Source: an optimization exercise on an open RTL-to-GDS flow (aim: small area, a short achievable clock period and few clock cycles per item). Production flows keep margins and buffers that such runs may drop.
Function was not checked in any run shown here: the RTL went through the layout flow alone.

==> design/flow/design.v <==
package amh_pkg;
  function automatic logic [7:0] xtime(input logic [7:0] a);
    xtime = {a[6:0], 1'b0} ^ (a[7] ? 8'h1b : 8'h00);
  endfunction
  function automatic logic [127:0] shift_rows(input logic [127:0] s);
    logic [127:0] r;
    r = '0;
    for (int c = 0; c < 4; c++) begin
      for (int w = 0; w < 4; w++) begin
        r[127 - 8 * (w + 4 * c) -: 8] = s[127 - 8 * (w + 4 * ((c + w) % 4)) -: 8];
      end
    end
    shift_rows = r;
  endfunction
  function automatic logic [127:0] mix_columns(input logic [127:0] s);
    logic [127:0] r;
    logic [7:0] a0, a1, a2, a3, t;
    r = '0;
    for (int c = 0; c < 4; c++) begin
      a0 = s[127 - 32 * c -: 8];
      a1 = s[119 - 32 * c -: 8];
      a2 = s[111 - 32 * c -: 8];
      a3 = s[103 - 32 * c -: 8];
      t  = a0 ^ a1 ^ a2 ^ a3;
      r[127 - 32 * c -: 8] = a0 ^ t ^ xtime(a0 ^ a1);
      r[119 - 32 * c -: 8] = a1 ^ t ^ xtime(a1 ^ a2);
      r[111 - 32 * c -: 8] = a2 ^ t ^ xtime(a2 ^ a3);
      r[103 - 32 * c -: 8] = a3 ^ t ^ xtime(a3 ^ a0);
    end
    mix_columns = r;
  endfunction
  function automatic logic [7:0] rcon(input logic [3:0] r);
    case (r)
      4'd1:    rcon = 8'h01;
      4'd2:    rcon = 8'h02;
      4'd3:    rcon = 8'h04;
      4'd4:    rcon = 8'h08;
      4'd5:    rcon = 8'h10;
      4'd6:    rcon = 8'h20;
      4'd7:    rcon = 8'h40;
      4'd8:    rcon = 8'h80;
      4'd9:    rcon = 8'h1b;
      4'd10:   rcon = 8'h36;
      default: rcon = 8'h00;
    endcase
  endfunction
  function automatic logic [63:0] byte_swap(input logic [63:0] v);
    logic [63:0] r;
    for (int i = 0; i < 8; i++) begin
      r[63 - 8 * i -: 8] = v[8 * i +: 8];
    end
    byte_swap = r;
  endfunction
endpackage
module amh_sbox
(
  input  logic [7:0] a,
  output logic [7:0] y
);
  logic U0, U1, U2, U3, U4, U5, U6, U7;
  logic T1, T2, T3, T4, T5, T6, T7, T8, T9, T10, T11, T12;
  logic T13, T14, T15, T16, T17, T18, T19, T20, T21, T22, T23, T24;
  logic T25, T26, T27, M1, M2, M3, M4, M5, M6, M7, M8, M9;
  logic M10, M11, M12, M13, M14, M15, M16, M17, M18, M19, M20, M21;
  logic M22, M23, M24, M25, M26, M27, M28, M29, M30, M31, M32, M33;
  logic M34, M35, M36, M37, M38, M39, M40, M41, M42, M43, M44, M45;
  logic M46, M47, M48, M49, M50, M51, M52, M53, M54, M55, M56, M57;
  logic M58, M59, M60, M61, M62, M63, L0, L1, L2, L3, L4, L5;
  logic L6, L7, L8, L9, L10, L11, L12, L13, L14, L15, L16, L17;
  logic L18, L19, L20, L21, L22, L23, L24, L25, L26, L27, L28, L29;
  logic S0, S1, S2, S3, S4, S5, S6, S7;
  assign {U0, U1, U2, U3, U4, U5, U6, U7} = a;
  assign T1 = U0 ^ U3;
  assign T2 = U0 ^ U5;
  assign T3 = U0 ^ U6;
  assign T4 = U3 ^ U5;
  assign T5 = U4 ^ U6;
  assign T6 = T1 ^ T5;
  assign T7 = U1 ^ U2;
  assign T8 = U7 ^ T6;
  assign T9 = U7 ^ T7;
  assign T10 = T6 ^ T7;
  assign T11 = U1 ^ U5;
  assign T12 = U2 ^ U5;
  assign T13 = T3 ^ T4;
  assign T14 = T6 ^ T11;
  assign T15 = T5 ^ T11;
  assign T16 = T5 ^ T12;
  assign T17 = T9 ^ T16;
  assign T18 = U3 ^ U7;
  assign T19 = T7 ^ T18;
  assign T20 = T1 ^ T19;
  assign T21 = U6 ^ U7;
  assign T22 = T7 ^ T21;
  assign T23 = T2 ^ T22;
  assign T24 = T2 ^ T10;
  assign T25 = T20 ^ T17;
  assign T26 = T3 ^ T16;
  assign T27 = T1 ^ T12;
  assign M1 = T13 & T6;
  assign M2 = T23 & T8;
  assign M3 = T14 ^ M1;
  assign M4 = T19 & U7;
  assign M5 = M4 ^ M1;
  assign M6 = T3 & T16;
  assign M7 = T22 & T9;
  assign M8 = T26 ^ M6;
  assign M9 = T20 & T17;
  assign M10 = M9 ^ M6;
  assign M11 = T1 & T15;
  assign M12 = T4 & T27;
  assign M13 = M12 ^ M11;
  assign M14 = T2 & T10;
  assign M15 = M14 ^ M11;
  assign M16 = M3 ^ M2;
  assign M17 = M5 ^ T24;
  assign M18 = M8 ^ M7;
  assign M19 = M10 ^ M15;
  assign M20 = M16 ^ M13;
  assign M21 = M17 ^ M15;
  assign M22 = M18 ^ M13;
  assign M23 = M19 ^ T25;
  assign M24 = M22 ^ M23;
  assign M25 = M22 & M20;
  assign M26 = M21 ^ M25;
  assign M27 = M20 ^ M21;
  assign M28 = M23 ^ M25;
  assign M29 = M28 & M27;
  assign M30 = M26 & M24;
  assign M31 = M20 & M23;
  assign M32 = M27 & M31;
  assign M33 = M27 ^ M25;
  assign M34 = M21 & M22;
  assign M35 = M24 & M34;
  assign M36 = M24 ^ M25;
  assign M37 = M21 ^ M29;
  assign M38 = M32 ^ M33;
  assign M39 = M23 ^ M30;
  assign M40 = M35 ^ M36;
  assign M41 = M38 ^ M40;
  assign M42 = M37 ^ M39;
  assign M43 = M37 ^ M38;
  assign M44 = M39 ^ M40;
  assign M45 = M42 ^ M41;
  assign M46 = M44 & T6;
  assign M47 = M40 & T8;
  assign M48 = M39 & U7;
  assign M49 = M43 & T16;
  assign M50 = M38 & T9;
  assign M51 = M37 & T17;
  assign M52 = M42 & T15;
  assign M53 = M45 & T27;
  assign M54 = M41 & T10;
  assign M55 = M44 & T13;
  assign M56 = M40 & T23;
  assign M57 = M39 & T19;
  assign M58 = M43 & T3;
  assign M59 = M38 & T22;
  assign M60 = M37 & T20;
  assign M61 = M42 & T1;
  assign M62 = M45 & T4;
  assign M63 = M41 & T2;
  assign L0 = M61 ^ M62;
  assign L1 = M50 ^ M56;
  assign L2 = M46 ^ M48;
  assign L3 = M47 ^ M55;
  assign L4 = M54 ^ M58;
  assign L5 = M49 ^ M61;
  assign L6 = M62 ^ L5;
  assign L7 = M46 ^ L3;
  assign L8 = M51 ^ M59;
  assign L9 = M52 ^ M53;
  assign L10 = M53 ^ L4;
  assign L11 = M60 ^ L2;
  assign L12 = M48 ^ M51;
  assign L13 = M50 ^ L0;
  assign L14 = M52 ^ M61;
  assign L15 = M55 ^ L1;
  assign L16 = M56 ^ L0;
  assign L17 = M57 ^ L1;
  assign L18 = M58 ^ L8;
  assign L19 = M63 ^ L4;
  assign L20 = L0 ^ L1;
  assign L21 = L1 ^ L7;
  assign L22 = L3 ^ L12;
  assign L23 = L18 ^ L2;
  assign L24 = L15 ^ L9;
  assign L25 = L6 ^ L10;
  assign L26 = L7 ^ L9;
  assign L27 = L8 ^ L10;
  assign L28 = L11 ^ L14;
  assign L29 = L11 ^ L17;
  assign S0 = L6 ^ L24;
  assign S1 = ~(L16 ^ L26);
  assign S2 = ~(L19 ^ L28);
  assign S3 = L6 ^ L21;
  assign S4 = L20 ^ L22;
  assign S5 = L25 ^ L29;
  assign S6 = ~(L13 ^ L27);
  assign S7 = ~(L6 ^ L23);
  assign y = {S0, S1, S2, S3, S4, S5, S6, S7};
endmodule
import amh_pkg::*;
module aes_mmo_hash_core
(
  input  logic        clk,
  input  logic        rst,
  input  logic        in_valid,
  output logic        in_stall,
  input  logic [7:0]  data_byte,
  input  logic [63:0] msg_bits,
  output logic        out_valid,
  input  logic        out_stall,
  output logic        status,
  output logic [63:0] digest_high,
  output logic [63:0] digest_low
);
  logic [63:0]  len;         
  logic [60:0]  rem;         
  logic         in_msg;      
  logic [127:0] ibuf;        
  logic [7:0]   lastb;       
  logic [4:0]   cnt;         
  logic         pre_pend;    
  logic         fin_pend;    
  logic         tail_pend;   
  logic         zero_pend;   
  logic [127:0] st;          
  logic [127:0] rk;
  logic [127:0] blk;
  logic [3:0]   rnd;         
  logic         cur_pre;     
  logic         cur_last;    
  logic         take;
  logic         first;
  logic         len_zero;
  logic         last0;
  logic         is_last;
  logic [7:0]   pad_byte;
  logic [15:0]  pad_wide;
  logic [15:0]  wsel;        
  logic         can_start;
  logic         busy;
  logic         last;
  logic         slot;
  logic         data_rdy;
  logic         do_pre;
  logic         do_data;
  logic         do_fin;
  logic         do_tail;
  logic         do_zero;
  logic         do_blk;
  logic         done_msg;
  logic [127:0] blk_in;
  logic [63:0]  pre_blk;
  logic [63:0]  lenp;
  logic         lenp_16;
  logic         lenp_32;
  logic         need_two_c;
  logic         need_two;    
  logic         tl16;        
  logic         tl32;        
  logic         sat;         
  logic         rem_hi0;
  logic [127:0] tail_blk;
  logic [4:0]   nb;
  logic         pad_en;
  logic         part;        
  logic         tail_en;
  logic [127:0] sb;
  logic [127:0] sr;
  logic [31:0]  ksb;
  logic [127:0] knext;
  logic [127:0] ff;
  logic [127:0] hout;
  logic [127:0] sx;
  assign lenp     = len + 64'd128;
  assign lenp_16  = (lenp[63:16] == 48'd0);
  assign lenp_32  = (lenp[63:32] == 32'd0);
  always_comb begin
    if (lenp_16) begin
      need_two_c = (len[6:0] >= 7'd112);
    end else if (lenp_32) begin
      need_two_c = (len[6:0] >= 7'd80);
    end else begin
      need_two_c = (len[6:0] >= 7'd16);
    end
    tail_blk = '0;
    if (tl16) begin
      tail_blk[15:0] = lenp[15:0];
    end else if (tl32) begin
      tail_blk[31:0] = lenp[31:0];
    end else begin
      tail_blk[63:0] = len;
    end
  end
  always_ff @(posedge clk) begin
    need_two <= need_two_c;
    tl16     <= lenp_16;
    tl32     <= lenp_32;
  end
  assign busy     = (rnd != 4'd0);
  assign last     = (rnd == 4'd10);
  assign slot     = !busy || (last && !cur_last);
  assign data_rdy = (cnt == 5'd16) && !(fin_pend && (len[2:0] != 3'd0));
  assign do_pre   = (!busy || last) && pre_pend;
  assign do_data  = slot && !out_valid && !pre_pend && data_rdy;
  assign do_fin   = slot && !out_valid && !pre_pend && !data_rdy && fin_pend;
  assign do_tail  = slot && !out_valid && !pre_pend && !fin_pend && tail_pend;
  assign do_zero  = !busy && !out_valid && zero_pend;
  assign do_blk   = do_data || do_fin || do_tail;
  assign done_msg = last && cur_last;
  assign part     = (len[2:0] != 3'd0);
  assign nb       = do_data ? 5'd16 : (do_fin ? cnt - 5'(part) : 5'd0);
  assign pad_en   = do_fin;
  assign tail_en  = (do_fin && !need_two) || do_tail;
  assign pad_wide = {lastb, 8'h00} >> len[2:0];
  assign pad_byte = pad_wide[7:0] | (8'h80 >> len[2:0]);
  always_comb begin
    for (int j = 0; j < 16; j++) begin
      blk_in[127 - 8 * j -: 8] =
          ((5'(j) < nb) ? ibuf[127 - 8 * j -: 8] : 8'h00)
        | ((pad_en && (5'(j) == nb)) ? pad_byte : 8'h00)
        | (tail_en ? tail_blk[127 - 8 * j -: 8] : 8'h00);
    end
  end
  assign pre_blk = amh_pkg::byte_swap(len);
  assign sx = st ^ rk;
  for (genvar i = 0; i < 16; i++) begin : g_sb
    amh_sbox u_sb (.a(sx[127 - 8 * i -: 8]), .y(sb[127 - 8 * i -: 8]));
  end
  assign sr = amh_pkg::shift_rows(sb);
  amh_sbox u_ksb0 (.a(rk[23:16]), .y(ksb[31:24]));
  amh_sbox u_ksb1 (.a(rk[15:8]),  .y(ksb[23:16]));
  amh_sbox u_ksb2 (.a(rk[7:0]),   .y(ksb[15:8]));
  amh_sbox u_ksb3 (.a(rk[31:24]), .y(ksb[7:0]));
  always_comb begin
    logic [31:0]  t;
    logic [127:0] e;
    t = ksb ^ {amh_pkg::rcon(rnd), 24'd0};
    e[127:96] = rk[127:96];
    e[95:64]  = e[127:96] ^ rk[95:64];
    e[63:32]  = e[95:64] ^ rk[63:32];
    e[31:0]   = e[63:32] ^ rk[31:0];
    knext = e ^ {4{t}};
    hout  = (sr ^ {4{t}}) ^ (e ^ ff);
  end
  assign ff = cur_pre ? {pre_blk, 64'd0} : blk;
  always_ff @(posedge clk) begin
    if (do_pre) begin
      st <= {pre_blk, 64'd0};
    end else if (do_blk) begin
      st <= blk_in;
    end else begin
      st <= amh_pkg::mix_columns(sr);
    end
    if (do_pre) begin
      rk <= '0;
    end else if (busy) begin
      rk <= last ? hout : knext;
    end
    if (do_blk) begin
      blk <= blk_in;
    end else if (done_msg) begin
      blk <= hout;
    end else if (do_zero) begin
      blk <= '0;
    end
    if (do_pre || do_blk) begin
      cur_pre  <= do_pre;
      cur_last <= (do_fin && !need_two) || do_tail;
    end
    if (done_msg || do_zero) begin
      status <= do_zero;
    end
  end
  always_ff @(posedge clk) begin
    if (rst) begin
      rnd <= 4'd0;
    end else if (do_pre || do_blk) begin
      rnd <= 4'd1;
    end else if (last) begin
      rnd <= 4'd0;
    end else if (busy) begin
      rnd <= rnd + 4'd1;
    end
  end
  assign can_start = (!fin_pend || (do_fin && !need_two)) && (!tail_pend || do_tail) && !zero_pend;
  assign in_stall  = in_msg ? (cnt[4] && !(slot && !out_valid && !pre_pend)) : !can_start;
  assign take      = in_valid && !in_stall;
  assign first     = !in_msg;
  assign len_zero = (msg_bits == 64'd0);
  assign last0    = (msg_bits[63:4] == 60'd0) && (msg_bits[3] ? (msg_bits[2:0] == 3'd0) : (msg_bits[2:0] != 3'd0));
  assign rem_hi0  = (rem[60:2] == 59'd0);
  assign is_last  = first ? last0
                  : rem_hi0 && (rem[1:0] == (((len[2:0] != 3'd0) && !sat) ? 2'd1 : 2'd2));
  always_comb begin
    for (int j = 0; j < 16; j++) begin
      wsel[j] = in_msg ? (cnt[3:0] == 4'(j)) : (j == 0);
    end
  end
  always_ff @(posedge clk) begin
    if (rst) begin
      in_msg    <= 1'b0;
      cnt       <= 5'd0;
      pre_pend  <= 1'b0;
      fin_pend  <= 1'b0;
      tail_pend <= 1'b0;
      zero_pend <= 1'b0;
      out_valid <= 1'b0;
    end else begin
      if (do_pre) pre_pend <= 1'b0;
      if (do_fin) fin_pend <= 1'b0;
      if (do_tail) tail_pend <= 1'b0;
      if (do_fin && need_two) tail_pend <= 1'b1;
      if (do_zero) zero_pend <= 1'b0;
      cnt <= ((do_data || do_fin) ? 5'd0 : cnt) + 5'(take && !(first && len_zero));
      if (take) begin
        if (first) begin
          if (len_zero) begin
            zero_pend <= 1'b1;
          end else begin
            pre_pend <= 1'b1;
            in_msg   <= !last0;
          end
        end else if (is_last) begin
          in_msg <= 1'b0;
        end
        if (is_last) fin_pend <= 1'b1;
      end
      if (done_msg || do_zero) begin
        out_valid <= 1'b1;
      end else if (!out_stall) begin
        out_valid <= 1'b0;
      end
    end
  end
  always_ff @(posedge clk) begin
    if (take) begin
      if (first) begin
        len <= msg_bits;
        rem <= msg_bits[63:3];
        sat <= (msg_bits[63:3] == '1);
      end else begin
        rem <= rem - 61'd1;
      end
    end
    if (take) begin
      lastb <= data_byte;
    end
    for (int j = 0; j < 16; j++) begin
      if (take && wsel[j]) ibuf[127 - 8 * j -: 8] <= data_byte;
    end
  end
  assign digest_high = blk[127:64];
  assign digest_low  = blk[63:0];
endmodule
==> design/flow/flow/run.sh <==
#!/bin/bash
# Own layout flow: the standard flow (standard.sh), except that the ABC
# technology mapping inside synthesis uses flow/synth.abc (an area-oriented
# mapping followed by buffering and gate sizing) in place of ORFS's speed
# script. Everything before that step, including the register names and
# cells, is the standard synthesis (synth_recipe.tcl).
set -euo pipefail
W=$(pwd)
mkdir -p "$W/mysynth"
sed "s#^  log_cmd abc {\*}\$abc_args#  set abc_args [lreplace \$abc_args 1 1 $W/flow/synth.abc]\n  log_cmd abc {*}\$abc_args#" \
  "$FLOW_HOME/scripts/synth.tcl" > "$W/mysynth/synth_mod.tcl"
grep -q "flow/synth.abc" "$W/mysynth/synth_mod.tcl"
sed "s#^source \$::env(SCRIPTS_DIR)/synth.tcl#source $W/mysynth/synth_mod.tcl#" "$W/synth_recipe.tcl" > "$W/mysynth/synth.tcl"
grep -q "synth_mod" "$W/mysynth/synth.tcl"
sed "s#SYNTH_SCRIPT=[^ ]*#SYNTH_SCRIPT=$W/mysynth/synth.tcl#" "$W/standard.sh" > "$W/mysynth/standard_synth.sh"
grep -q "mysynth/synth.tcl" "$W/mysynth/standard_synth.sh"
bash "$W/mysynth/standard_synth.sh" synth > "$W/synth_make.log" 2>&1
bash "$W/standard.sh" > "$W/layout_make.log" 2>&1
==> design/flow/flow/synth.abc <==
strash
dc2
&get -n
&dch -f
&nf
&put
buffer -c
topo
stime -c
upsize -c
dnsize -c
==> design/flow/standard.sh <==
#!/bin/bash
# synth_recipe.tcl (not shown) runs the flow's synth.tcl, then flattens the netlist and writes it again
# the make line also repeats each setting of config.mk as NAME=value (left out here)
make -C /OpenROAD-flow-scripts/flow DESIGN_CONFIG=/design/flow/config.mk WORK_HOME=/design/flow/orfs CLKGATE_MAP_FILE= SYNTH_SCRIPT=/design/flow/synth_recipe.tcl "${@:-finish}"
==> design/flow/config.mk <==
export PLATFORM = sky130hd
export DESIGN_NAME = aes_mmo_hash_core
export DESIGN_NICKNAME = aes_mmo_hash_core
export VERILOG_FILES = /design/flow/design.v
export SDC_FILE = /design/flow/constraint.sdc
export NUM_CORES = 8
export LEC_CHECK = 0
export CAP_MARGIN = 20
export CORE_MARGIN = 2
export CORE_UTILIZATION = 40
export PLACE_DENSITY = 0.6
export SETUP_SLACK_MARGIN = 2.2
export SLEW_MARGIN = 20
==> design/flow/constraint.sdc <==
create_clock -name core_clock -period 8.0 [get_ports {clk}]
set_input_delay 1.6000 -clock core_clock [delete_from_list [all_inputs] [get_ports {clk}]]
set_output_delay 1.6000 -clock core_clock [all_outputs]
set_load 0.01 [all_outputs]
==> tab_implementation.tex, run 1 <==
\begin{tabular}{lr}
\hline
Metric & Value \\
\hline
\multicolumn{2}{l}{\textbf{Run status}} \\
\quad Outcome & complete, no violations \\
\multicolumn{2}{l}{\textbf{Synth}} \\
\quad Share of cell area taken by muxes after synthesis & 0.0185 \\
\quad Simple-gate share of the synthesized area & 0.114 \\
\quad Leading cell type by number of instances after synthesis & xnor2\_1 \\
\quad Largest area contributor in the netlist & xnor2\_1 \\
\quad Synthesized net count & 6403 \\
\quad Mapped Cells & 6275 \\
\quad Complex-gate fraction of the synthesized area & 0.142 \\
\quad Main synth FF type & edfxtp\_1 \\
\quad Total number of yosys warnings & 1 \\
\quad Main area contributors after synthesis & xnor2\_1 (22\%), edfxtp\_1 (20\%), xor2\_1 (10\%), dfxtp\_1 (9.2\%), xnor3\_1 (5.5\%) \\
\quad Portion of the post-synthesis area used by sequential elements & 0.290 \\
\quad Portion of synthesized cell area occupied by the leading cell type & 0.221 \\
\quad Post-synthesis share of cell area spent on full adders, half adders and majority gates & 0.0109 \\
\quad Unique cell type count in the Yosys netlist & 96 \\
\quad Async S/R FF share, synth & 0 \\
\quad Post-synth EDFFs & 392 \\
\quad Fraction of synthesized cell area in xor and xnor cells & 0.405 \\
\quad Largest family of logic cells by synthesized area & XOR/XNOR gates \\
\quad Flip-flop and latch count after synthesis & 666 \\
\quad Post-synthesis instance area & 0.0595 mm\^{}2 \\
\quad Avg Cell Area, Syn & 9.48 um\^{}2 \\
\quad Post-synth top cells & xnor2\_1 (1503), xor2\_1 (682), nor2\_1 (474) \\
\multicolumn{2}{l}{\textbf{Clock tree}} \\
\quad Clock tree buffer depth & 3 \\
\quad Clock tree from TritonCTS & yes \\
\quad Total CTS buffers & 79 \\
\quad Root Buffer Master & clkbuf\_16 \\
\quad Maximum level of the CTS H-tree & 3 \\
\quad Clock tree sinks & 666 \\
\quad Clock latency on the worst-skew pair & 0.70 ns \\
\quad CTS clock-pin slew for the worst setup and hold paths & 0.06 ns \\
\quad Cts-stage hold buffer count & 0 \\
\multicolumn{2}{l}{\textbf{Worst setup path}} \\
\quad Cell family contributing the most delay on the critical path & XOR/XNOR gates \\
\quad Peak fanout along the critical path & 7 \\
\quad Critical path required time & 8.56 ns \\
\quad Largest stage delay, worst path & 0.58 ns \\
\quad Critical path launch point type & register \\
\quad Category of the critical setup timing path & reg -> reg \\
\quad Endpoint type of the worst setup path & register \\
\quad Critical register-to-register path startpoint & rk[83]\$\_SDFFE\_PP0P\_ \\
\quad Most common cell on crit path & xnor2\_1 \\
\quad Slowest CP cell & or4\_4 \\
\quad Number of buffers and inverters on the critical path & 3 \\
\quad Critical path startpoint & rk[83]\$\_SDFFE\_PP0P\_ \\
\quad Cells along the critical path & xor2\_4, xnor2\_4, buf\_12, xnor2\_1, or4\_4, o211a\_1, or4\_4, a21o\_1, a211o\_1, mux2\_4, xor2\_4, nor2\_2, xnor2\_2, buf\_4, buf\_4, xnor3\_2, xor2\_2, xnor2\_1, xnor2\_1, a21oi\_1, a21oi\_1 \\
\quad Crit path arrival time & 6.43 ns \\
\multicolumn{2}{l}{\textbf{Final layout}} \\
\quad Total of fill cells in the finished design & 12.9k \\
\quad Final layout net count & 7002 \\
\quad Share of final-layout standard cells stronger than drive strength 1 & 0.250 \\
\quad Footprint of the flip-flops and latches & 0.0175 mm\^{}2 \\
\quad Area Growth Syn to Fin & 32.4\% \\
\quad Area of the multi-input gates & 0.0493 mm\^{}2 \\
\multicolumn{2}{l}{\textbf{Placement}} \\
\quad RePlAce Congestion & 1.04 \\
\quad Placed wire-length estimate & 191000 um \\
\quad PortBufs & 206 \\
\multicolumn{2}{l}{\textbf{Drt}} \\
\quad Via density per instance & 6.04 \\
\quad Antenna violation net count after detailed routing & 0 \\
\quad Wire length per cell & 29.2 um \\
\quad Met2 routed wirelength & 111000 um \\
\quad Top layer reached by signal wires & met5 \\
\quad Initial DRC Count & 6903 \\
\quad Routed wire length on met3 & 30800 um \\
\quad Residual DRC count & 0 \\
\quad Via count of the routed design & 53.7k \\
\quad Met1 layer wirelength in the final routing & 96300 um \\
\quad Detailed-route wire length & 259000 um \\
\quad Iteration count of the initial detailed-routing pass & 8 \\
\multicolumn{2}{l}{\textbf{GRT}} \\
\quad Vias in the first global route & 50.0k \\
\quad First-pass GRT wire length & 355000 um \\
\quad Overall overflow remaining after global route & 0 \\
\quad Largest net degree at the start of global routing & 144 \\
\quad Total track usage & 0.322 \\
\quad Number of antenna violations at the first check in global routing & 15 \\
\multicolumn{2}{l}{\textbf{Timing}} \\
\quad Final setup violating endpoints & 0 \\
\quad Rel. slew slack & 0.0449 \\
\quad Highest achievable clock rate & 170 MHz \\
\quad Post-Route Skew & 0.0367 ns \\
\quad Unrepaired setup endpoints after global routing & yes \\
\quad Max-slew violation count & 0 \\
\quad Worst-margin pin slew & 1.42 ns \\
\quad Period Utilization, post-route & 0.734 \\
\quad Hold Vio Cnt, Final & 0 \\
\quad Period minus WS final & 5.87 ns \\
\quad Final sum of negative setup slack & 0 ns \\
\multicolumn{2}{l}{\textbf{Worst hold path}} \\
\quad Hold Path Origin & zero\_pend\$\_SDFF\_PP0\_ \\
\quad Class of the tightest hold or removal check & reg -> reg \\
\multicolumn{2}{l}{\textbf{Run}} \\
\quad Count of maximum capacitance violations & 0 \\
\multicolumn{2}{l}{\textbf{Floorplan}} \\
\quad Standard cell core area & 0.148 mm\^{}2 \\
\quad Die Height & 390 um \\
\quad Number of primary I/O pins & 207 \\
\quad Die X-Extent & 390 um \\
\quad Standard-cell rows & 141 \\
\quad Die footprint & 0.152 mm\^{}2 \\
\quad Initial standard-cell utilization of the core & 0.403 \\
\hline
\end{tabular}
-- routing by layer --
metal	global-route usage	up-vias
met4	0.214	14
met5	0	-
met3	0.0842	832
met1	0.411	26094
li1	-	23217
met2	0.479	3500
-- final cells by class --
| type | instances | share of cell area |
|---|---|---|
| Antenna cell | 7 | 0.000222 |
| Inverter | 72 | 0.00346 |
| Clock inverter | 46 | 0.00732 |
| Sequential cell | 666 | 0.222 |
| Tap cell | 1930 | 0.0307 |
| Clock buffer | 102 | 0.0271 |
| Timing Repair Buffer | 745 | 0.0837 |
| Multi-Input combinational cell | 5310 | 0.626 |
-- metrics by stage --
stage	area, um^2	setup slack, ns	instances	hold WS [ns]	utilization
final	78800	2.13	8878	0.487	0.533
after global routing	78700	2.00	8871	0.506	0.533
after CTS	72600	2.12	8607	0.485	0.491
after detailed placement	64400	0.611	8332	0.477	0.436
after global placement	64400	0.730	8332	0.466	0.436
after floorplan	59500	2.20	6275	0.446	-
-- cells in the final DEF, fill, tap and decap left out, drive strengths merged, types with 28 or more instances in the layout --
master         synthesis  routed
nand4                 44      44
xnor2               1541    1542
clkdlybuf4s50          0     205
nor3                  56      56
or3                   37      37
clkinv                 1      32
xor3                  28      28
a31oi                 60      60
xor2                 705     705
and3                  35      35
xnor3                145     145
ha                    52      52
o221ai                78      78
nand3                 88      88
nor2                 476     476
nor4                  50      50
a221oi                61      61
buf                   35     537
nor2b                 86      86
and2                  46      46
o21ai                260     260
clkbuf               193     105
a22oi                100     100
o22ai                 29      29
mux2i                 89      89
a211oi                30      30
or2                   34      34
o211ai                43      43
inv                   71      73
nand2b                62      62
dfxtp                274     274
edfxtp               392     392
nand2                374     374
a21oi                405     405
-- path summary, 6_finish.rpt --
| check | end | slack, ns | cells after the start |
|---|---|---|---|
| worst max-delay path | st[114]$_DFF_P_ | 2.13 | 21 |
| worst min-delay path | zero_pend$_SDFF_PP0_ | 0.49 | 2 |
| worst max register to register | st[114]$_DFF_P_ | 2.13 | 21 |
| worst min register to register | zero_pend$_SDFF_PP0_ | 0.49 | 2 |
-- what timing repair did --
action | CTS | global route
pin swaps | 110 | 234
gates resized for setup | 654 | 601
setup buffers | 127 | 259
setup endpoints to repair | 369 | 296
cloned | 0 | 1
-- flip-flops by register name, indices dropped and copies added, names as in the netlist, 4 cells and up --
register and count:
lastb 7, rem 61, st 128, ibuf 128, len 64, rnd 4, cnt 5, rk 128
blk 128
-- worst min-delay path, cell delays in order (launching register included) --
cell and delay, ns:
dfxtp_1 0.31, o21ai_0 0.07, a21oi_1 0.06
-- kinds of logic (layout without fill, tap and decap cells) --
group / Yosys count / count (layout)
simple gates: 1436 / 1436
other cells: 0 / 7
buf+inv: 300 / 965
xor+xnor: 2419 / 2420
fa+ha+maj: 52 / 52
compound gates: 1296 / 1296
flops: 666 / 666
mux: 106 / 106
==> run 2, diff against run 1 <==
--- a/design/flow/design.v
+++ b/design/flow/design.v
@@ -229,7 +229,6 @@
   logic [127:0] rk;
   logic [127:0] blk;
   logic [3:0]   rnd;         
-  logic         cur_pre;     
   logic         cur_last;    
   logic         take;
   logic         first;
@@ -251,6 +250,7 @@
   logic         do_zero;
   logic         do_blk;
   logic         done_msg;
+  logic         out_free;    
   logic [127:0] blk_in;
   logic [63:0]  pre_blk;
   logic [63:0]  lenp;
@@ -271,7 +271,6 @@
   logic [127:0] sr;
   logic [31:0]  ksb;
   logic [127:0] knext;
-  logic [127:0] ff;
   logic [127:0] hout;
   logic [127:0] sx;
   assign lenp     = len + 64'd128;
@@ -303,12 +302,13 @@
   assign last     = (rnd == 4'd10);
   assign slot     = !busy || (last && !cur_last);
   assign data_rdy = (cnt == 5'd16) && !(fin_pend && (len[2:0] != 3'd0));
-  assign do_pre   = (!busy || last) && pre_pend;
+  assign out_free = !out_valid || !out_stall;
+  assign do_pre   = !busy && pre_pend && out_free;
   assign do_data  = slot && !out_valid && !pre_pend && data_rdy;
   assign do_fin   = slot && !out_valid && !pre_pend && !data_rdy && fin_pend;
   assign do_tail  = slot && !out_valid && !pre_pend && !fin_pend && tail_pend;
   assign do_zero  = !busy && !out_valid && zero_pend;
-  assign do_blk   = do_data || do_fin || do_tail;
+  assign do_blk   = do_pre || do_data || do_fin || do_tail;
   assign done_msg = last && cur_last;
   assign part     = (len[2:0] != 3'd0);
   assign nb       = do_data ? 5'd16 : (do_fin ? cnt - 5'(part) : 5'd0);
@@ -316,15 +316,16 @@
   assign tail_en  = (do_fin && !need_two) || do_tail;
   assign pad_wide = {lastb, 8'h00} >> len[2:0];
   assign pad_byte = pad_wide[7:0] | (8'h80 >> len[2:0]);
+  assign pre_blk = amh_pkg::byte_swap(len);
   always_comb begin
     for (int j = 0; j < 16; j++) begin
       blk_in[127 - 8 * j -: 8] =
           ((5'(j) < nb) ? ibuf[127 - 8 * j -: 8] : 8'h00)
         | ((pad_en && (5'(j) == nb)) ? pad_byte : 8'h00)
-        | (tail_en ? tail_blk[127 - 8 * j -: 8] : 8'h00);
+        | (tail_en ? tail_blk[127 - 8 * j -: 8] : 8'h00)
+        | ((do_pre && (j < 8)) ? pre_blk[63 - 8 * (j % 8) -: 8] : 8'h00);
     end
   end
-  assign pre_blk = amh_pkg::byte_swap(len);
   assign sx = st ^ rk;
   for (genvar i = 0; i < 16; i++) begin : g_sb
     amh_sbox u_sb (.a(sx[127 - 8 * i -: 8]), .y(sb[127 - 8 * i -: 8]));
@@ -343,31 +344,23 @@
     e[63:32]  = e[95:64] ^ rk[63:32];
     e[31:0]   = e[63:32] ^ rk[31:0];
     knext = e ^ {4{t}};
-    hout  = (sr ^ {4{t}}) ^ (e ^ ff);
+    hout  = (sr ^ {4{t}}) ^ (e ^ blk);
   end
-  assign ff = cur_pre ? {pre_blk, 64'd0} : blk;
   always_ff @(posedge clk) begin
-    if (do_pre) begin
-      st <= {pre_blk, 64'd0};
-    end else if (do_blk) begin
+    if (do_blk) begin
       st <= blk_in;
     end else begin
       st <= amh_pkg::mix_columns(sr);
     end
-    if (do_pre) begin
+    if (do_pre || do_zero) begin
       rk <= '0;
     end else if (busy) begin
       rk <= last ? hout : knext;
     end
     if (do_blk) begin
       blk <= blk_in;
-    end else if (done_msg) begin
-      blk <= hout;
-    end else if (do_zero) begin
-      blk <= '0;
     end
-    if (do_pre || do_blk) begin
-      cur_pre  <= do_pre;
+    if (do_blk) begin
       cur_last <= (do_fin && !need_two) || do_tail;
     end
     if (done_msg || do_zero) begin
@@ -377,7 +370,7 @@
   always_ff @(posedge clk) begin
     if (rst) begin
       rnd <= 4'd0;
-    end else if (do_pre || do_blk) begin
+    end else if (do_blk) begin
       rnd <= 4'd1;
     end else if (last) begin
       rnd <= 4'd0;
@@ -452,6 +445,6 @@
       if (take && wsel[j]) ibuf[127 - 8 * j -: 8] <= data_byte;
     end
   end
-  assign digest_high = blk[127:64];
-  assign digest_low  = blk[63:0];
+  assign digest_high = rk[127:64];
+  assign digest_low  = rk[63:0];
 endmodule
==> design/flow/config.mk (replaced) <==
export PLATFORM = sky130hd
export DESIGN_NAME = aes_mmo_hash_core
export DESIGN_NICKNAME = aes_mmo_hash_core
export VERILOG_FILES = /design/flow/design.v
export SDC_FILE = /design/flow/constraint.sdc
export NUM_CORES = 8
export LEC_CHECK = 0
export CAP_MARGIN = 5
export CORE_MARGIN = 2
export CORE_UTILIZATION = 30
export PLACE_DENSITY = 0.5
export SETUP_SLACK_MARGIN = 2.2
export SLEW_MARGIN = 5
==> tab_implementation.tex, run 2 <==
\begin{tabular}{lr}
\hline
Metric & Value \\
\hline
\multicolumn{2}{l}{\textbf{Run}} \\
\quad Count of maximum capacitance violations & 1 \\
\multicolumn{2}{l}{\textbf{Placement}} \\
\quad RePlAce Congestion & 0.969 \\
\quad PortBufs & 206 \\
\quad Placed insts & 8808 \\
\quad Placed wire-length estimate & 192000 um \\
\multicolumn{2}{l}{\textbf{Synth}} \\
\quad Async S/R FF share, synth & 0 \\
\quad Main synth FF type & edfxtp\_1 \\
\quad Post-synthesis instance area & 0.0587 mm\^{}2 \\
\quad Synthesized net count & 6217 \\
\quad Largest area contributor in the netlist & edfxtp\_1 \\
\quad Total number of yosys warnings & 1 \\
\quad Avg Cell Area, Syn & 9.64 um\^{}2 \\
\quad Leading cell type by number of instances after synthesis & xnor2\_1 \\
\quad Mapped Cells & 6089 \\
\quad Portion of synthesized cell area occupied by the leading cell type & 0.200 \\
\quad Post-synth top cells & xnor2\_1 (1327), xor2\_1 (682), nor2\_1 (491) \\
\quad Flip-flop and latch count after synthesis & 665 \\
\quad Post-synth EDFFs & 391 \\
\quad Portion of the post-synthesis area used by sequential elements & 0.293 \\
\quad Main area contributors after synthesis & edfxtp\_1 (20\%), xnor2\_1 (20\%), xor2\_1 (10\%), dfxtp\_1 (9.3\%), xnor3\_1 (6.9\%) \\
\quad Unique cell type count in the Yosys netlist & 106 \\
\multicolumn{2}{l}{\textbf{GRT}} \\
\quad First-pass GRT wire length & 339000 um \\
\quad Vias in the first global route & 46.6k \\
\quad Met1 global-route usage & 0.312 \\
\quad Largest net degree at the start of global routing & 117 \\
\quad Total track usage & 0.234 \\
\quad Global-route track usage on met3 & 0.0356 \\
\quad GRT met2 Usage & 0.377 \\
\quad Number of antenna violations at the first check in global routing & 9 \\
\quad Highest-utilization routing layer at the global route stage & met2 \\
\quad Overall overflow remaining after global route & 0 \\
\multicolumn{2}{l}{\textbf{Worst setup path}} \\
\quad Peak fanout along the critical path & 10 \\
\quad Critical path required time & 8.49 ns \\
\quad Worst R2R Setup Slack & 2.29 ns \\
\quad Critical path startpoint & rk[15]\$\_SDFFE\_PP0P\_ \\
\quad Critical path launch point type & register \\
\quad Cell depth of the worst flop-to-flop path & 21 \\
\quad Crit path arrival time & 6.20 ns \\
\quad Critical register-to-register path startpoint & rk[15]\$\_SDFFE\_PP0P\_ \\
\quad Reg-to-reg critical path endpoint & st[86]\$\_DFF\_P\_ \\
\quad Destination of the critical timing path & st[86]\$\_DFF\_P\_ \\
\quad Category of the critical setup timing path & reg -> reg \\
\quad Endpoint type of the worst setup path & register \\
\multicolumn{2}{l}{\textbf{Final layout}} \\
\quad Leading cell type in the layout, fill and taps excluded & xnor2\_1 \\
\quad Total of fill cells in the finished design & 19.0k \\
\quad Final cell count without fillers & 9249 \\
\quad Most used cells in the layout excluding fill and tap cells & xnor2\_1 (1019), xor2\_1 (498), nor2\_1 (472) \\
\quad Final layout net count & 6760 \\
\quad Area Growth Syn to Fin & 30.1\% \\
\quad Share of final-layout standard cells stronger than drive strength 1 & 0.232 \\
\multicolumn{2}{l}{\textbf{Timing}} \\
\quad Period minus WS final & 5.71 ns \\
\quad Period Utilization, post-route & 0.714 \\
\quad Post-Route Skew & 0.0427 ns \\
\quad Hold Vio Cnt, Final & 0 \\
\quad Final sum of negative setup slack & 0 ns \\
\quad Final setup violating endpoints & 0 \\
\quad Rel. slew slack & -0.0144 \\
\quad Worst-margin pin slew & 1.51 ns \\
\quad Highest achievable clock rate & 175 MHz \\
\quad Max-slew violation count & 3 \\
\quad Unrepaired setup endpoints after global routing & yes \\
\multicolumn{2}{l}{\textbf{Drt}} \\
\quad Antenna violation net count after detailed routing & 0 \\
\quad Detailed-route wire length & 242000 um \\
\quad Iteration count of the initial detailed-routing pass & 6 \\
\quad Via count of the routed design & 49.0k \\
\quad Residual DRC count & 0 \\
\quad Via density per instance & 5.30 \\
\quad Wire length per cell & 26.2 um \\
\quad Initial DRC Count & 4685 \\
\multicolumn{2}{l}{\textbf{Floorplan}} \\
\quad Die footprint & 0.199 mm\^{}2 \\
\quad Die Height & 446 um \\
\quad Standard-cell rows & 162 \\
\quad Number of primary I/O pins & 207 \\
\quad Die X-Extent & 446 um \\
\quad Initial standard-cell utilization of the core & 0.302 \\
\quad Standard cell core area & 0.195 mm\^{}2 \\
\multicolumn{2}{l}{\textbf{Clock tree}} \\
\quad CTS clock-pin slew for the worst setup and hold paths & 0.06 ns \\
\quad Total CTS buffers & 84 \\
\quad Clock tree buffer depth & 3 \\
\quad Cts-stage hold buffer count & 0 \\
\quad Clock latency on the worst-skew pair & 0.71 ns \\
\quad Root Buffer Master & clkbuf\_16 \\
\quad Clock tree from TritonCTS & yes \\
\quad Maximum level of the CTS H-tree & 3 \\
\quad Clock tree sinks & 665 \\
\multicolumn{2}{l}{\textbf{Run status}} \\
\quad Layout Check Fail Reasons & capacitance limit, slew limit \\
\quad Outcome & finished with violations \\
\multicolumn{2}{l}{\textbf{Worst hold path}} \\
\quad Class of the tightest hold or removal check & reg -> reg \\
\hline
\end{tabular}
run 2: worst max-delay path, stage by stage, from the launching register on:
cell and delay [ns]:
dfxtp_4 0.43, xnor2_2 0.42, xnor2_2 0.23, xnor2_4 0.28, xnor2_1 0.15, ha_1 0.24, a21boi_0 0.16, or2_2 0.37
xnor3_1 0.49, nor2_1 0.15, a221o_1 0.36, xor2_1 0.18, nand2b_1 0.18, xnor2_2 0.18, buf_4 0.17, xnor2_1 0.21
xnor2_1 0.10, buf_4 0.18, xnor2_1 0.29, xnor2_1 0.14, xnor2_1 0.36, o21ai_0 0.22
run 2: repair_timing:
action	4_1_cts	5_1_grt
setup endpoints to repair	251	216
setup buffers	90	189
resized for setup	590	479
pin swaps	90	162
cloned	0	0
run 2: worst min-delay path by stage:
stage                              start                     end  slack [ns]  cells past startpoint
floorplan               need_two$_DFF_P_  tail_pend$_SDFFE_PP0P_        0.45                      2
global placement    zero_pend$_SDFF_PP0_    zero_pend$_SDFF_PP0_        0.47                      2
detailed placement      need_two$_DFF_P_  tail_pend$_SDFFE_PP0P_        0.48                      2
CTS                     need_two$_DFF_P_  tail_pend$_SDFFE_PP0P_        0.49                      2
global route            need_two$_DFF_P_  tail_pend$_SDFFE_PP0P_        0.52                      2
finish              zero_pend$_SDFF_PP0_    zero_pend$_SDFF_PP0_        0.49                      2
run 2: cell type report:
cell class	count	area [um^2]	share of cell area
antenna	3	7.51	0.0000983
clock buffer	107	2410	0.0315
clock inverter	51	498	0.00652
inverter	81	309	0.00405
multi-input combinational	5170	47100	0.616
sequential	665	17400	0.228
tap	2542	3180	0.0416
timing repair buffer	630	5480	0.0718
run 2: through the flow:
step	hold WS, ns	area, um^2	setup slack, ns	util
5_1_grt	0.525	76400	2.10	0.392
4_1_cts	0.488	71700	2.15	0.369
3_3_place_gp	0.472	64400	0.360	0.331
3_5_place_dp	0.479	64400	0.323	0.331
2_1_floorplan	0.446	58700	2.23	-
6_report	0.488	76400	2.29	0.392
run 2: cell families after synthesis:
logic type | Yosys count | share of synthesized area
and+or+nand+nor | 1476 | 0.119
AOI/OAI and AO/OA | 1301 | 0.144
adders and majority gates | 52 | 0.0111
DFF | 665 | 0.293
muxes | 31 | 0.00556
buffers and inverters | 254 | 0.0169
xor gates and xnor gates | 2310 | 0.410
run 2: routing by layer:
metal | vias to the layer above | routed length [um]
li1 | 22470 | -
met1 | 24326 | 103000
met2 | 1816 | 111000
met3 | 391 | 15900
met4 | 6 | 12600
met5 | - | 43

-- port drivers added, routing unchanged --
In the flow no input, the clock included, has a driving cell. The finished layouts below were timed again as built, in two steps.
Step 1 sets driving cells, clkbuf_16 on the clock port and buf_2 on the other inputs (assumed; they add their load-dependent delay and slew).
Step 2 moves the port delays by t, midway between the first and last clock arrival at a register: inputs arrive t later, outputs are due t later. That takes back most of the time a late clock gives input paths.
Three values: no drivers, after step 1, after step 2; two values: the first two.
| run | t, ns | setup WS [ns] | worst data-port slew with drivers (ns) |
|---|---|---|---|
| run 1 | 0.752 | 2.130 / 2.130 / 2.130 | 0.07 |
| run 2 | 0.772 | 2.285 / 2.285 / 2.285 | 0.09 |
